This is an optimization exercise on Yosys and OpenROAD, whose aim is a short achievable clock period and few clock cycles, not a production implementation. Only simulation tests tie the RTL to the original design; equivalence was not proved. Power is estimated from default activity; no workload was simulated.

== v22 ==
Design cpu_top, start of the top module:
module cpu_top (
    input  logic            clk,
    input  logic            rst,
    input  logic [cpu_pkg::XLEN-1:0] instr_in,
    input  logic [cpu_pkg::XLEN-1:0] pmem_data_in,
    output logic [cpu_pkg::XLEN-1:0] pc,
    output logic [cpu_pkg::XLEN-1:0] pmem_data_out,
    output logic [cpu_pkg::XLEN-1:0] pmem_addr_out,
    output logic            pmem_write
);
Size in the first run: about 3700 cells after synthesis, ~620 flip-flops, roughly 83 I/O pins, roughly 0.035 mm2 of cells after synthesis.
clock: 5.0 ns
lec_check: 0
abc_clock_period_in_ps: 2400
cap_margin: 20
core_margin: 2
core_utilization: 40
setup_slack_margin: 2.6
slew_margin: 20
run.sh (not shown) runs the stock make flow with config.mk's settings and CLKGATE_MAP_FILE= SYNTH_SCRIPT=/design/flow/synth_recipe.tcl, a recipe that flattens the netlist after the stock synthesis.
Testbench counts of v22, summed over its fixed seeds: cycles 31,406.
### v22 -> v6
-- flow/design.v --
<<< v22, line 46
endpackage
`timescale 1ns/1ps
module add16 (
    input  logic [15:0] a,
    input  logic [15:0] b,
    input  logic        cin,
    output logic [15:0] s
);
    logic [15:0] p, g0, g1, g2, g3, g4, p1, p2, p3;
    assign p  = a ^ b;
    assign g0 = (a & b) | {15'd0, p[0] & cin};
    always_comb begin
        for (int i = 0; i < 16; i++) begin
            g1[i] = (i >= 1) ? (g0[i] | (p[i] & g0[i-1])) : g0[i];
            p1[i] = (i >= 1) ? (p[i] & p[i-1]) : 1'b0;
        end
        for (int i = 0; i < 16; i++) begin
            g2[i] = (i >= 2) ? (g1[i] | (p1[i] & g1[i-2])) : g1[i];
            p2[i] = (i >= 2) ? (p1[i] & p1[i-2]) : 1'b0;
        end
        for (int i = 0; i < 16; i++) begin
            g3[i] = (i >= 4) ? (g2[i] | (p2[i] & g2[i-4])) : g2[i];
            p3[i] = (i >= 4) ? (p2[i] & p2[i-4]) : 1'b0;
        end
        for (int i = 0; i < 16; i++) begin
            g4[i] = (i >= 8) ? (g3[i] | (p3[i] & g3[i-8])) : g3[i];
        end
    end
    assign s = p ^ {g4[14:0], cin};
endmodule
module alu (
    input  logic [cpu_pkg::XLEN-1:0] a,
>>> v6, line 46
endpackage
`timescale 1ns/1ps
module alu (
    input  logic [cpu_pkg::XLEN-1:0] a,
<<< v22, line 83
    logic [15:0] sum;
    logic        lt;
    add16 i_add (.a(a), .b(b ^ {16{sub}}), .cin(sub), .s(sum));
    assign lt = (a[15] ^ b[15]) ? a[15] : sum[15];
    assign y = ({16{sel[0] | sel[1]}} & sum)
             | ({16{sel[2]}} & (a & b))
>>> v6, line 55
    logic [15:0] sum;
    logic        lt;
    assign sum = a + (b ^ {16{sub}}) + {15'd0, sub};
    assign lt  = (a[15] ^ b[15]) ? a[15] : sum[15];
    assign y = ({16{sel[0] | sel[1]}} & sum)
             | ({16{sel[2]}} & (a & b))
<<< v22, line 206
    assign sd_x = r_fs | sdata;
    alu i_alu (.a(a_x), .b(b_x), .sel(e_sel), .sub(e_sub), .y(alu_y));
    logic [15:0] addr;
    add16 i_addr (.a(a_x), .b(b_x), .cin(1'b0), .s(addr));
    assign ez = (a_x == e_zc);
    logic zero, take, mm_t, mispred;
>>> v6, line 178
    assign sd_x = r_fs | sdata;
    alu i_alu (.a(a_x), .b(b_x), .sel(e_sel), .sub(e_sub), .y(alu_y));
    assign ez = (a_x == e_zc);
    logic zero, take, mm_t, mispred;
<<< v22, line 275
            w_lmask    <= m_lmask;
            pmem_write    <= e_valid && e_st;
            pmem_addr_out <= addr;
            pmem_data_out <= sd_x;
            for (int i = 0; i < 8; i++) begin
>>> v6, line 245
            w_lmask    <= m_lmask;
            pmem_write    <= e_valid && e_st;
            pmem_addr_out <= a_x + b_x;
            pmem_data_out <= sd_x;
            for (int i = 0; i < 8; i++) begin
--- outcome ---
The final layout from v6, which completed every stage, passed the timing, design-rule and antenna checks at the end of the flow. Taking v22 as the reference, in v6 combinational group share of total power lost 1.1 points, starting density of the core went down by 0.18 points. Taking v6 as 1.0, v22 lands at 0.877 on largest voltage drop on the vdd net. Average wire per standard cell was lower in the run labelled v6. v6 gives less number of signal-net buffers in the layout than v22 did. v22 -> v6: synthesized area decreased slightly.
Testbench counts of v6, summed over its fixed seeds: cycles 31,406.

---

== maple ==
Another version of the RTL of cpu_top (not shown whole).
Size: ~4400 cells after synthesis, roughly 43000 um^2 of cells after synthesis.
Settings: LEC_CHECK=0, CAP_MARGIN=20, CORE_MARGIN=2, CORE_UTILIZATION=40, SETUP_SLACK_MARGIN=2.6, SLEW_MARGIN=20, SYNTH_HIERARCHICAL=1, SYNTH_MINIMUM_KEEP_SIZE=0; clock period 5.0 ns.
maple completed end to end with timing, DRC and antenna clean.
Testbench counts of maple, summed over its fixed seeds: cycles 30,664.
> inputs changed (maple -> pepper)
--- a/flow/design.v
+++ b/flow/design.v
@@ -264,18 +264,26 @@
     alu i_alu (.a(a_x), .b(b_x), .sel(e_sel), .sub(e_sub), .y(alu_y));
     logic [15:0] addr;
     add16 i_addr (.a(a_m), .b(b_m), .cin(1'b0), .s(addr));
     eq_or16 i_ez (.a(r_fa), .b(opa), .c(e_zc), .e(ez));
     logic zero, take, mispred;
     logic [15:0] actual;
     zero_or16 i_zero (.a(r_fa), .b(opa), .z(zero));
-    assign take    = e_jmp && (e_c_always || (e_c_zero && zero) || (e_c_nz && !zero) ||
-                               (e_c_neg && a_x[15]));
-    assign mispred = e_valid && (take ? e_mmt : e_mm_seq);
-    assign actual  = take ? (e_jform ? e_jtgt : b_x) : e_pc1;
+    logic take_z, take_n, mis_z, mis_n;
+    logic [15:0] tgt_x, act_z, act_n;
+    assign take_z  = e_jmp && (e_c_always || e_c_zero || (e_c_neg && a_x[15]));
+    assign take_n  = e_jmp && (e_c_always || e_c_nz || (e_c_neg && a_x[15]));
+    assign mis_z   = e_valid && (take_z ? e_mmt : e_mm_seq);
+    assign mis_n   = e_valid && (take_n ? e_mmt : e_mm_seq);
+    assign tgt_x   = e_jform ? e_jtgt : b_x;
+    assign act_z   = take_z ? tgt_x : e_pc1;
+    assign act_n   = take_n ? tgt_x : e_pc1;
+    assign take    = zero ? take_z : take_n;
+    assign mispred = zero ? mis_z : mis_n;
+    assign actual  = zero ? act_z : act_n;
     logic [BTB_N-1:0] bhit_v;
     logic        bhit, bany;
     logic [15:0] btgt, fpc1, fpc_n;
     always_comb begin
         btgt = '0;
         for (int i = 0; i < BTB_N; i++) begin
             bhit_v[i] = bt_v[i] && (bt_pc[i] == fpc);
@@ -290,38 +298,27 @@
     assign d_go    = d_valid && !mispred && !e_park;
     assign d_adv   = d_go && !stall;
     assign d_park  = d_go && stall;
     assign d_redir = d_go && d_guess;
     assign p_ready = e_fast || ((e_cnt_a <= 2'd1) && (e_cnt_b <= 2'd1));
     logic refetch;
     assign refetch = e_park1 && !p_ready;
-    logic [15:0] fpc_n0, fpc_n1;
-    logic        dval_n0, dval_n1, redir0, redir1;
-    logic        take0, take1;                    
-    assign take0  = (op != 3'd2);
-    assign take1  = (op == 3'd2);
-    assign redir0 = d_go && (d_ex ? (take0 != d_bhit) : d_sp);
-    assign redir1 = d_go && (d_ex ? (take1 != d_bhit) : d_sp);
+    logic d_go0, redir0, park0;
+    logic [15:0] rest_n;
+    assign d_go0  = d_valid && !e_park;
+    assign redir0 = d_go0 && d_guess;
+    assign park0  = d_go0 && stall;
     always_comb begin
-        if (mispred)      fpc_n0 = actual;
-        else if (refetch) fpc_n0 = e_dg ? e_dtgt : e_pred;
-        else if (redir0)  fpc_n0 = (d_ex && !take0) ? d_pc1 : jtgt_d;
-        else if (d_park)  fpc_n0 = fpc;
-        else if (bhit)    fpc_n0 = btgt;
-        else              fpc_n0 = fpc1;
-        if (mispred)      fpc_n1 = actual;
-        else if (refetch) fpc_n1 = e_dg ? e_dtgt : e_pred;
-        else if (redir1)  fpc_n1 = (d_ex && !take1) ? d_pc1 : jtgt_d;
-        else if (d_park)  fpc_n1 = fpc;
-        else if (bhit)    fpc_n1 = btgt;
-        else              fpc_n1 = fpc1;
+        if (refetch)      rest_n = e_dg ? e_dtgt : e_pred;
+        else if (redir0)  rest_n = d_tgt;
+        else if (park0)   rest_n = fpc;
+        else if (bhit)    rest_n = btgt;
+        else              rest_n = fpc1;
     end
-    assign dval_n0 = !mispred && !refetch && !redir0 && !d_park;
-    assign dval_n1 = !mispred && !refetch && !redir1 && !d_park;
-    assign fpc_n   = ez ? fpc_n1 : fpc_n0;
+    assign fpc_n = zero ? (mis_z ? act_z : rest_n) : (mis_n ? act_n : rest_n);
     logic [BTB_N-1:0] u_hit_v;
     logic        u_hit;
     always_comb begin
         for (int i = 0; i < BTB_N; i++) u_hit_v[i] = bt_v[i] && (bt_pc[i] == u_pc);
     end
     assign u_hit = |u_hit_v;
     always_ff @(posedge clk or posedge rst) begin
@@ -341,15 +338,15 @@
             bt_rr         <= '0;
             u_v           <= 1'b0;
             bt_ctd        <= '0;
             bt_last       <= '0;
             for (int i = 0; i < 8; i++) regs[i] <= '0;
         end else begin
             fpc        <= fpc_n;
-            d_valid    <= ez ? dval_n1 : dval_n0;
+            d_valid    <= !(zero ? mis_z : mis_n) && !refetch && !redir0 && !park0;
             e_valid    <= d_adv || (e_park && p_ready);
             e_park     <= d_park || (e_park && !p_ready);
             e_park1    <= d_park;
             r_mask     <= e_aq;
             m_lmask    <= e_lq;
             w_lmask    <= m_lmask;
             pmem_write    <= e_valid && e_st;
### Flow results
- pepper did not stop at any stage, and its layout met the timing, design-rule and antenna checks.
- Comparing pepper with maple, the worst hold margin came out essentially unchanged.
- Summary of pepper over maple: count of clock-buffer cells in the layout saw an increase; post-synthesis adder-cell area fraction saw little to no change.
- The maximum frequency in pepper was higher than what maple gave.
- The relative area change from synthesis to final layout of pepper is lower than that of maple.
- Compared to maple, pepper has final cell area excluding filler cells 3.8% lower.
- Per the comparison of pepper with maple, final period utilization decreased by 2.6 points relative to the old numbers, number of cells on the worst reg-to-reg path has decreased, worst setup margin grew by 130 ps.
Testbench counts of pepper, summed over its fixed seeds: cycles 30,664.

re-timing with driven ports:
The results above use ideal ports. As a check the final layouts listed here were re-extracted and re-timed, cells and wires unchanged.
Step 1: set_driving_cell puts a clkbuf_16 on clk and a buf_2 on each other input, an assumption about the parent block.
Step 2, shift: input delay + t, output delay - t, t = (earliest + latest rising clock arrival at the registers) / 2. This alone moves slack from input paths to output paths.
Three values: no drivers, after step 1, after step 2; two values: the first two.
run	shift t [ns]	slack for setup (ns)	worst register clock-pin slew, ns	worst slew at a driven data input, ns
v22	0.709	1.933 / 1.933 / 1.450	0.07 / 0.07	0.18
v6	0.712	1.774 / 1.774 / 1.223	0.07 / 0.07	0.16
maple	0.754	1.847 / 1.847 / 1.168	0.07 / 0.07	0.17
pepper	0.732	1.977 / 1.977 / 1.321	0.07 / 0.07	0.22
After both steps every run listed still meets setup and hold. The setup slack of maple, which loses most, moves by 0.000 ns with the drivers and by -0.679 ns with both steps.
